Context: an optimization exercise on an open-source flow, tuned for small area and a short achievable clock period. The choices shown serve that exercise and are no tape-out recipe.
Function was checked by simulation only, so behaviour that the tests miss may differ from the original.

## quartz
Design iq_upconverter, start of the top module:
module iq_upconverter (
  input  logic        clk,
  input  logic        rstn,
  input  logic        en,
  input  logic [11:0] i_data,
  input  logic [11:0] q_data,
  output logic        if_valid,
  output logic [11:0] if_data
);
  logic [1:0]  q;
  logic [3:0]  ms;
  logic [5:0]  phase, phase_nx;
  assign phase    = {q, ms ^ {4{q[0]}}};
  assign phase_nx = phase + 6'd1;
  logic [1:0]  q_n;      
  logic [3:0]  ms_n;
  logic        v1, v2;   
  logic [5:0]  bo0, bt0, bn0, bo1, bt1, bn1;
  logic pp0_0_0;
  logic pp0_0_1;
  logic pp0_0_2;
  logic pp0_0_3;
  logic pp0_0_4;
  logic pp0_0_5;
  logic pp0_0_6;
  logic pp0_0_7;
  logic pp0_0_8;
  logic pp0_0_9;
  logic pp0_0_10;
  logic pp0_0_11;
  logic pp0_0_12;
  logic pp0_1_0;
  logic pp0_1_1;
  logic pp0_1_2;
  logic pp0_1_3;
  logic pp0_1_4;
  logic pp0_1_5;
  logic pp0_1_6;
  logic pp0_1_7;
  logic pp0_1_8;
  logic pp0_1_9;
  logic pp0_1_10;
  logic pp0_1_11;
  logic pp0_1_12;
  logic pp0_2_0;
  logic pp0_2_1;
  logic pp0_2_2;
  logic pp0_2_3;
  logic pp0_2_4;
  logic pp0_2_5;
  logic pp0_2_6;
  logic pp0_2_7;
  logic pp0_2_8;
  logic pp0_2_9;
  logic pp0_2_10;
  logic pp0_2_11;
  logic pp0_2_12;
  logic pp0_3_0;
  logic pp0_3_1;
  logic pp0_3_2;
  logic pp0_3_3;
  logic pp0_3_4;
  logic pp0_3_5;
  logic pp0_3_6;
  logic pp0_3_7;
  logic pp0_3_8;
  logic pp0_3_9;
  logic pp0_3_10;
  logic pp0_3_11;
  ...
For scale: ~990 cells after synthesis, about 190 flip-flops, roughly 0.011 mm² of cells after synthesis.
export LEC_CHECK = 0
export CAP_MARGIN = 20
export CORE_MARGIN = 2
export CORE_UTILIZATION = 40
export CTS_BUF_LIST = sky130_fd_sc_hd__clkbuf_4 sky130_fd_sc_hd__clkbuf_8
export PLACE_DENSITY = 0.75
export SETUP_SLACK_MARGIN = 3.5
export SLEW_MARGIN = 20
export SYNTH_HIERARCHICAL = 1
create_clock -name core_clock -period 6.0 [get_ports {clk}]
standard.sh (not shown) runs the stock make flow with config.mk's settings and CLKGATE_MAP_FILE= SYNTH_SCRIPT=/design/flow/synth_recipe.tcl, a recipe that flattens the netlist after the stock synthesis.
==> flow/flow/run.sh <==
#!/bin/bash
# Layout: the standard ORFS flow (standard.sh), with two changes:
#  - the port buffers are sky130_fd_sc_hd__buf_4 cells instead of the
#    resizer's default choice (a delay cell);
#  - the repair steps may resize a cell to any drive strength, not only to a
#    cell with the same footprint.
# The output of each tool goes to the ORFS logs under orfs/logs; make's own
# output goes to standard.log here.
set -euo pipefail
bash standard.sh MATCH_CELL_FOOTPRINT=0 \
  "BUFFER_PORTS_ARGS=-buffer_cell sky130_fd_sc_hd__buf_4" \
  finish > standard.log 2>&1
Modified inputs, lagoon compared to quartz
- PLACE_DENSITY no longer set, was 0.75
- CTS_BUF_LIST no longer set, was sky130_fd_sc_hd__clkbuf_4 sky130_fd_sc_hd__clkbuf_8
- SETUP_SLACK_MARGIN now 3.45, was 3.5
diff --git a/flow/flow/run.sh b/flow/flow/run.sh
--- a/flow/flow/run.sh
+++ b/flow/flow/run.sh
@@ -2,3 +2,3 @@
 # Layout: the standard ORFS flow (standard.sh), with two changes:
-#  - the port buffers are sky130_fd_sc_hd__buf_4 cells instead of the
+#  - the port buffers are sky130_fd_sc_hd__buf_2 cells instead of the
 #    resizer's default choice (a delay cell);
@@ -10,3 +10,3 @@
 bash standard.sh MATCH_CELL_FOOTPRINT=0 \
-  "BUFFER_PORTS_ARGS=-buffer_cell sky130_fd_sc_hd__buf_4" \
+  "BUFFER_PORTS_ARGS=-buffer_cell sky130_fd_sc_hd__buf_2" \
   finish > standard.log 2>&1
## What came out
Via count of the routed design in lagoon vs quartz: down 347
Taking quartz as the reference, in lagoon via count of the first global-routing pass lower, clock insertion delay at the later pin of the skew report -0.03 ns.
Layout multi-input combinational cell count: quartz vs lagoon, no meaningful difference
Going from quartz to lagoon, first-pass GRT wire length barely changed, design area went down.
Minimum period implied by the final worst setup slack, lagoon and quartz: higher on lagoon
The inputs of juniper differ from those of lagoon as listed below.
- a change of SETUP_SLACK_MARGIN from 3.45 to 3.55
- an added PLACE_DENSITY of 0.75
- an added CTS_BUF_LIST of sky130_fd_sc_hd__clkbuf_4 sky130_fd_sc_hd__clkbuf_8
diff --git a/flow/flow/run.sh b/flow/flow/run.sh
--- a/flow/flow/run.sh
+++ b/flow/flow/run.sh
@@ -2,3 +2,3 @@
 # Layout: the standard ORFS flow (standard.sh), with two changes:
-#  - the port buffers are sky130_fd_sc_hd__buf_2 cells instead of the
+#  - the port buffers are sky130_fd_sc_hd__buf_8 cells instead of the
 #    resizer's default choice (a delay cell);
@@ -10,3 +10,3 @@
 bash standard.sh MATCH_CELL_FOOTPRINT=0 \
-  "BUFFER_PORTS_ARGS=-buffer_cell sky130_fd_sc_hd__buf_2" \
+  "BUFFER_PORTS_ARGS=-buffer_cell sky130_fd_sc_hd__buf_8" \
   finish > standard.log 2>&1
Notes after the runs:
- juniper ran to completion and came out clean on the timing, design-rule and antenna checks.
- Detailed router's first-iteration violation count came out lower on juniper than on lagoon.
- juniper ended with less sequential share of layout area than lagoon.
- The run showing the greater worst reg-to-reg path cell count is juniper.
- juniper vs lagoon, final period demand of the worst path went up by 0.029 ns.
- | routed via count | juniper vs lagoon | worse |
- lagoon leaves more setup margin than juniper.
- if_data[9] as the end point of the critical path was reported by lagoon, and bn0[4] by juniper.

## static timing again, ports no longer ideal
The flow's constraints put no driver on any port. The routed layouts listed below were extracted and timed again, unchanged, in two steps.
Step 1 sets driving cells, clkbuf_16 on the clock port and buf_2 on the other inputs (assumed; they add their load-dependent delay and slew).
Step 2 times the ports against the registers' clock, not the clock port: input delays grow and output delays shrink by t, the midpoint of the rising clock arrivals with the driver on.
Slacks: ideal / step 1 / step 2; pairs: ideal / step 1.
run	t (ns)	slack for setup (ns)	worst setup path at the end	worst slew at a driven data input, ns
quartz	0.498	3.485 / 3.485 / 3.039	input to register	0.07
lagoon	0.479	3.467 / 3.467 / 3.009	input to register	0.08
juniper	0.524	3.438 / 3.438 / 3.096	input to register	0.06
After both steps every run listed still meets setup and hold. For lagoon, which loses most, drivers alone change the setup slack by 0.000 ns; drivers and shift together by -0.458 ns.
